Background: an optimization exercise with open tools, aiming at small area, a short achievable clock period and few clock cycles. Do not read the settings as production practice.
The RTL was checked by simulation tests, not by an equivalence proof against the original design.

==> flow/design.v <==
package mac_pkg;
    localparam int MAC_DW = 8;
    localparam int PW = 2 * MAC_DW + 2;
    typedef enum logic {
        IDLE,
        ACC
    } acc_state_e;
    function automatic logic signed [PW-1:0] mul_ext(
        input logic [MAC_DW-1:0] a,
        input logic              a_sgn,
        input logic [MAC_DW-1:0] w,
        input logic              w_sgn
    );
        logic signed [MAC_DW:0] ax;
        logic signed [MAC_DW:0] wx;
        ax = $signed({a_sgn & a[MAC_DW-1], a});
        wx = $signed({w_sgn & w[MAC_DW-1], w});
        mul_ext = ax * wx;
    endfunction
endpackage
module mac_lane #(
    parameter int ACCW = 2 * mac_pkg::MAC_DW + 8
) (
    input  logic              clk,
    input  logic              rst_n,
    input  logic              en,
    input  logic [mac_pkg::MAC_DW-1:0] a,
    input  logic [mac_pkg::MAC_DW-1:0] w,
    input  logic              a_sgn,
    input  logic              w_sgn,
    input  logic              beat,
    input  logic              start,
    input  logic              last,
    output logic [ACCW-1:0]   q,
    output logic              ovf
);
    logic signed [mac_pkg::PW-1:0]   prod;
    logic signed [ACCW-1:0] acc;
    logic signed [ACCW-1:0] pext;
    logic signed [ACCW-1:0] base;
    logic signed [ACCW-1:0] acc_nx;
    always_ff @(posedge clk or negedge rst_n) begin
        if (!rst_n) begin
            prod <= '0;
        end else if (en) begin
            prod <= mac_pkg::mul_ext(a, a_sgn, w, w_sgn);
        end
    end
    assign pext = ACCW'(prod);
    assign base = start ? '0 : acc;
    logic signed [ACCW:0] sum;
    logic                 clamp;
    logic                 ovf_acc;
    logic                 ovf_nx;
    assign sum   = {base[ACCW-1], base} + {pext[ACCW-1], pext};
    assign clamp = sum[ACCW] != sum[ACCW-1];
    assign acc_nx = !clamp ? sum[ACCW-1:0]
                  : sum[ACCW] ? {1'b1, {(ACCW-1){1'b0}}}
                  : {1'b0, {(ACCW-1){1'b1}}};
    assign ovf_nx = (start ? 1'b0 : ovf_acc) | clamp;
    always_ff @(posedge clk or negedge rst_n) begin
        if (!rst_n) begin
            ovf_acc <= 1'b0;
            ovf     <= 1'b0;
        end else if (en && beat) begin
            ovf_acc <= ovf_nx;
            if (last) begin
                ovf <= ovf_nx;
            end
        end
    end
    always_ff @(posedge clk or negedge rst_n) begin
        if (!rst_n) begin
            acc <= '0;
            q   <= '0;
        end else if (en && beat) begin
            acc <= acc_nx;
            if (last) begin
                q <= acc_nx;
            end
        end
    end
endmodule
module mac_acc_array #(
    parameter int DW    = mac_pkg::MAC_DW,
    parameter int LANES = 8,
    parameter int ACCW  = 2 * DW + 8
) (
    input  logic                  clk,
    input  logic                  rst_n,
    input  logic                  in_valid,
    output logic                  in_ready,
    input  logic [LANES*DW-1:0]   A,
    input  logic [LANES*DW-1:0]   W,
    input  logic                  Asigned,
    input  logic                  Wsigned,
    input  logic                  acc_clr,
    input  logic                  acc_last,
    output logic                  out_valid,
    input  logic                  out_ready,
    output logic [LANES*ACCW-1:0] Q,
    output logic [LANES-1:0]      ovf
);
    logic                en;
    logic                v1;
    logic                v2;
    logic                as1;
    logic                ws1;
    logic                clr1;
    logic                clr2;
    logic                last1;
    logic                last2;
    logic [LANES*DW-1:0] a1;
    logic [LANES*DW-1:0] w1;
    logic                start;
    mac_pkg::acc_state_e          state;
    mac_pkg::acc_state_e          state_nx;
    assign en       = !(out_valid && !out_ready);
    assign in_ready = en;
    always_ff @(posedge clk or negedge rst_n) begin
        if (!rst_n) begin
            v1    <= 1'b0;
            a1    <= '0;
            w1    <= '0;
            as1   <= 1'b0;
            ws1   <= 1'b0;
            clr1  <= 1'b0;
            last1 <= 1'b0;
            v2    <= 1'b0;
            clr2  <= 1'b0;
            last2 <= 1'b0;
        end else if (en) begin
            v1    <= in_valid;
            a1    <= A;
            w1    <= W;
            as1   <= Asigned;
            ws1   <= Wsigned;
            clr1  <= acc_clr;
            last1 <= acc_last;
            v2    <= v1;
            clr2  <= clr1;
            last2 <= last1;
        end
    end
    always_ff @(posedge clk or negedge rst_n) begin
        if (!rst_n) begin
            state <= mac_pkg::IDLE;
        end else begin
            state <= state_nx;
        end
    end
    always_comb begin
        state_nx = state;
        start    = v2 && (clr2 || state == mac_pkg::IDLE);
        if (en && v2) begin
            state_nx = last2 ? mac_pkg::IDLE : mac_pkg::ACC;
        end
    end
    always_ff @(posedge clk or negedge rst_n) begin
        if (!rst_n) begin
            out_valid <= 1'b0;
        end else if (en) begin
            out_valid <= v2 && last2;
        end
    end
    for (genvar i = 0; i < LANES; i++) begin : g_lane
        mac_lane #(
            .ACCW(ACCW)
        ) u_lane (
            .clk  (clk),
            .rst_n(rst_n),
            .en   (en),
            .a    (a1[i*DW +: DW]),
            .w    (w1[i*DW +: DW]),
            .a_sgn(as1),
            .w_sgn(ws1),
            .beat (v2),
            .start(start),
            .last (last2),
            .q    (Q[i*ACCW +: ACCW]),
            .ovf  (ovf[i])
        );
    end
endmodule
==> flow/run.sh <==
#!/bin/bash
# synth_recipe.tcl (not shown) runs the flow's synth.tcl, then flattens the netlist and writes it again
# the make line also repeats each setting of config.mk as NAME=value (left out here)
make -C /OpenROAD-flow-scripts/flow DESIGN_CONFIG=/design/flow/config.mk WORK_HOME=/design/flow/orfs CLKGATE_MAP_FILE= SYNTH_SCRIPT=/design/flow/synth_recipe.tcl finish
==> flow/config.mk <==
export PLATFORM = sky130hd
export DESIGN_NAME = mac_acc_array
export DESIGN_NICKNAME = mac_acc_array
export VERILOG_FILES = /design/flow/design.v
export SDC_FILE = /design/flow/constraint.sdc
export NUM_CORES = 4
export LEC_CHECK = 0
export CAP_MARGIN = 20
export CORE_MARGIN = 2
export CORE_UTILIZATION = 40
export SLEW_MARGIN = 20
==> flow/constraint.sdc <==
create_clock -name core_clock -period 5.6 [get_ports {clk}]
set_input_delay 1.1200 -clock core_clock [delete_from_list [all_inputs] [get_ports {clk}]]
set_output_delay 1.1200 -clock core_clock [all_outputs]
set_load 0.01 [all_outputs]
==> results.yml <==
worst_setup_path:
  path_class: "reg -> reg"
  worstReg2RegEnd: "g_lane[1].u_lane.prod[17]$_DFFE_PN0N_"
  timing.reg2reg.setup_slack_ns: 0.28
  worstPathMaxFanout: 10
  worstSetupStartpointType: "flip-flop"
  critical_path.endpoint_type: "flip-flop"
  worst_r2r_startpoint: "w1[9]$_DFFE_PN0N_"
  arrival_ns: 5.89
  crit_required_ns: 6.18
  r2r.worst_path.cells: 18
sta:
  timing.setup.tns_ns: 0
  finalSetupViolCount: 0
  final_max_slew_viol_count: 0
  tightest_slew_ns: 0.979
  shortest_period_the_worst_path_allows_ns: 5.32
  fmax_mhz: 188
  timing.clock.skew_ns: 0.0223
  layout_worst_path_cycle_share_pct: 94.9
  hold_viol_final: 0
  rsz0062_at_grt: "false"
  maxSlewHeadroom_pct: 34.7
  worst_hold_slack_ns: 0.468
floorplanning:
  dieArea_um2: 155000
  die-width_um: 393
  io_pins: 338
  die_h_um: 393
  fp.coreArea_um2: 150000
  initial_core_util_pct: 40.4
  std_cell_rows: 142
routing:
  detailedRoute.firstIterationViolations: 2506
  final_routed_wire_length_divided_by_cell_count_um: 17.5
  num_vias: 46466
  detail_route.first_pass.iterations: 7
  route.antenna.remaining_nets: 0
  drcViolationCount: 0
  post_drt_via_cell_ratio: 5.07
  routed_wl_um: 160000
layout:
  design.final.nets: 8276
  synthToLayoutAreaGrowth_pct: 14.7
  n_antenna_cell: 0
  share_of_layout_cells_above_drive_strength_1_pct: 5.64
global_routing:
  remaining_global_route_overflow: 0
  first_pass_grt_wire_length_um: 263000
  grt_antenna_before_repair: 1
  grtUsageTotal_pct: 20.9
  first_global_vias: 48543
  maximum_number_of_pins_on_one_net_before_global_route_repair: 131
cts:
  later_pin_clock_latency_in_the_skew_report_ns: 0.70
  tritoncts: "done"
  ctsHtreeMaxLevel: 3
  cts_made_buffers: 84
  clkSlewWorstSetupHoldPaths_ns: 0.06
  clock_tree.root_cell: "sky130_fd_sc_hd__clkbuf_16"
  worst_case_clock_buffer_depth: 3
  cts.sink_count: 682
  cts_hold_buf: 0
synth:
  syn_area_per_cell_um2: 8.85
  yosys_register_bits: 682
  synth_cell_type_count: 83
  synth.top_cell.area_share_pct: 28.1
  synth_top_flop_cell: "sky130_fd_sc_hd__dfrtp_1"
  most_common_cell_in_the_netlist: "sky130_fd_sc_hd__nand2_1"
  synth.net_count: 8052
  synth.area.top_cells: "sky130_fd_sc_hd__dfrtp_1 28%, sky130_fd_sc_hd__fa_1 19%, sky130_fd_sc_hd__ha_1 10%, sky130_fd_sc_hd__nand2_1 8.1%, sky130_fd_sc_hd__inv_1 4.6%"
  synth-edff-count: 0
  synth-warning-count: 2
  syn_inst: 6852
  syn_area_um2: 60600
  synth.top_cells.by_count: "1,309 x sky130_fd_sc_hd__nand2_1, 746 x sky130_fd_sc_hd__inv_1, 682 x sky130_fd_sc_hd__dfrtp_1, 572 x sky130_fd_sc_hd__fa_1, 492 x sky130_fd_sc_hd__ha_1"
  asyncSetResetFlopFracSynth_pct: 100
  post-synth-top-area-cell: "sky130_fd_sc_hd__dfrtp_1"
  synth.yosys.seq_area_share_pct: 28.1
run:
  count_of_max_cap_constraint_violations: 0
place:
  post_dp_hpwl_um: 124000
  placement.io_buffers: 337
  place_congestion: 0.886
outcome:
  status: "finished clean"
hold_path:
  timing.hold.worst.start: "g_lane[4].u_lane.acc[19]$_DFFE_PN0P_"
  worstHoldEndpoint: "g_lane[4].u_lane.acc[19]$_DFFE_PN0P_"
  min-delay-path-class: "reg -> reg"
  timing.hold.worst_path_depth: 2
==> worst max-delay path by stage <==
| stage | slack (ns) | cells past startpoint | from | endpoint |
|---|---|---|---|---|
| 2_1_floorplan | 0.26 | 21 | as1$_DFFE_PN0N_ | g_lane[2].u_lane.prod[17]$_DFFE_PN0N_ |
| 3_3_place_gp | 0.16 | 20 | as1$_DFFE_PN0N_ | g_lane[4].u_lane.prod[17]$_DFFE_PN0N_ |
| 3_5_place_dp | 0.08 | 20 | as1$_DFFE_PN0N_ | g_lane[7].u_lane.prod[17]$_DFFE_PN0N_ |
| 4_1_cts | 0.09 | 20 | as1$_DFFE_PN0N_ | g_lane[7].u_lane.prod[17]$_DFFE_PN0N_ |
| 5_1_grt | 0.005 | 20 | as1$_DFFE_PN0N_ | g_lane[4].u_lane.prod[17]$_DFFE_PN0N_ |
| 6_report | 0.28 | 18 | w1[9]$_DFFE_PN0N_ | g_lane[1].u_lane.prod[17]$_DFFE_PN0N_ |
==> layout make-up <==
cell class	instances	area [µm²]
Inverter	746	2810
Timing Repair Buffer	467	4530
Clock buffer	110	2360
Clock inverter	46	687
Multi-Input combinational cell	5095	39500
Tap cell	2016	2520
Fill cell	14439	80600
Sequential cell	682	17100
==> routing by layer <==
layer / wire (µm) / GRT usage (%)
met5: 0 / 0
met4: 3880 / 5.86
met3: 6710 / 2.93
met2: 74600 / 34.4
met1: 75100 / 28.7
==> critical path: stages (launching register included) <==
cell	delay, ns
sky130_fd_sc_hd__dfrtp_1	0.55
sky130_fd_sc_hd__nand2_1	0.13
sky130_fd_sc_hd__fa_1	0.55
sky130_fd_sc_hd__inv_1	0.05
sky130_fd_sc_hd__fa_1	0.49
sky130_fd_sc_hd__fa_1	0.51
sky130_fd_sc_hd__fa_1	0.49
sky130_fd_sc_hd__inv_1	0.05
sky130_fd_sc_hd__fa_1	0.49
sky130_fd_sc_hd__inv_1	0.05
sky130_fd_sc_hd__ha_1	0.28
sky130_fd_sc_hd__o21ai_0	0.10
sky130_fd_sc_hd__a21boi_0	0.15
sky130_fd_sc_hd__o21ai_1	0.19
sky130_fd_sc_hd__a21oi_1	0.12
sky130_fd_sc_hd__a41o_1	0.27
sky130_fd_sc_hd__o41ai_1	0.30
sky130_fd_sc_hd__xnor2_1	0.13
sky130_fd_sc_hd__mux2_2	0.28
==> sequential cells by signal, summed over array words and instances, names as in the netlist, 8 cells and up <==
| register | flops |
|---|---|
| g_lane.u_lane.q | 192 |
| a1 | 64 |
| g_lane.u_lane.acc | 192 |
| g_lane.u_lane.ovf_acc | 8 |
| g_lane.u_lane.ovf | 8 |
| g_lane.u_lane.prod | 144 |
| w1 | 64 |
==> logic make-up after synthesis <==
group / count (synthesis) / share of synthesized area, %
XOR/XNOR: 295 / 4.26
adder cells (fa/ha/maj): 1084 / 29.4
AND/OR/NAND/NOR: 2451 / 18.1
buffers and inverters: 1075 / 6.76
AO/OA/AOI/OAI: 1214 / 12.4
flip-flops: 682 / 28.1
multiplexers: 51 / 0.958
==> placed cells by master (no fill, tap or decap), types with 15 or more instances in the layout <==
cell type / Yosys / routed
sky130_fd_sc_hd__nand2_1: 1309 / 1307
sky130_fd_sc_hd__inv_1: 746 / 745
sky130_fd_sc_hd__dfrtp_1: 682 / 679
sky130_fd_sc_hd__fa_1: 572 / 572
sky130_fd_sc_hd__ha_1: 492 / 492
sky130_fd_sc_hd__and2_1: 435 / 433
sky130_fd_sc_hd__a21oi_1: 401 / 401
sky130_fd_sc_hd__nor2_1: 386 / 386
sky130_fd_sc_hd__o21ai_0: 345 / 339
sky130_fd_sc_hd__clkdlybuf4s50_1: 0 / 336
sky130_fd_sc_hd__xnor2_1: 185 / 185
sky130_fd_sc_hd__buf_4: 12 / 116
sky130_fd_sc_hd__xor2_1: 110 / 110
sky130_fd_sc_hd__a21o_1: 90 / 90
sky130_fd_sc_hd__clkbuf_16: 0 / 84
sky130_fd_sc_hd__nand3_1: 66 / 66
sky130_fd_sc_hd__nand2b_1: 56 / 56
sky130_fd_sc_hd__a22o_1: 55 / 55
sky130_fd_sc_hd__mux2_2: 46 / 46
sky130_fd_sc_hd__o211ai_1: 38 / 38
sky130_fd_sc_hd__nor3_1: 36 / 36
sky130_fd_sc_hd__or2_2: 34 / 34
sky130_fd_sc_hd__a31oi_1: 33 / 33
sky130_fd_sc_hd__nor2b_1: 32 / 31
sky130_fd_sc_hd__and3_1: 30 / 29
sky130_fd_sc_hd__o21a_1: 28 / 28
sky130_fd_sc_hd__or3_1: 27 / 27
sky130_fd_sc_hd__a211oi_1: 22 / 22
sky130_fd_sc_hd__o31ai_1: 19 / 19
sky130_fd_sc_hd__maj3_1: 18 / 18
sky130_fd_sc_hd__a21boi_0: 20 / 17
sky130_fd_sc_hd__o21bai_1: 17 / 17
sky130_fd_sc_hd__clkbuf_8: 0 / 16
sky130_fd_sc_hd__o22ai_1: 15 / 15
==> through the flow <==
step | setup slack [ns] | instance area, µm² | util (%) | std cells
4_1_cts | 0.0891 | 69500 | 46.3 | 9161
6_report | 0.285 | 69500 | 46.3 | 9162
3_5_place_dp | 0.0752 | 66400 | 44.3 | 9005
5_1_grt | 0.00471 | 69500 | 46.3 | 9162
2_1_floorplan | 0.264 | 60600 | - | 6852
3_3_place_gp | 0.156 | 66400 | 44.2 | 9005
==> repair_timing <==
action / 4_1_cts / 5_1_grt
gates resized for setup: 0 / 16
setup endpoints to repair: 0 / 11
buffers inserted: 0 / 1
Testbench counts, summed over its fixed seeds: cycles 30,991.

-- port drivers added, routing unchanged --
The flow's constraints put no driver on any port. The routed layout listed below was extracted and timed again, unchanged, in two steps.
Step 1 assumes that a clkbuf_16 drives the clock port and a buf_2 every other input.
Step 2 also shifts input and output timing later by t, the mid clock arrival at the registers, as if the neighbouring blocks saw the same clock.
Three values: no drivers, after step 1, after step 2; two values: the first two.
shift t [ns]: 0.760
slack for setup (ns): 0.285 / 0.285 / 0.285
hold WS [ns]: 0.468 / 0.468 / 0.468
worst setup path at the end: register to register
latest minus earliest clock arrival (ns): 0.029 / 0.029
After both steps this run still meets setup and hold. For this run, drivers alone change the setup slack by 0.000 ns; drivers and shift together by 0.000 ns.
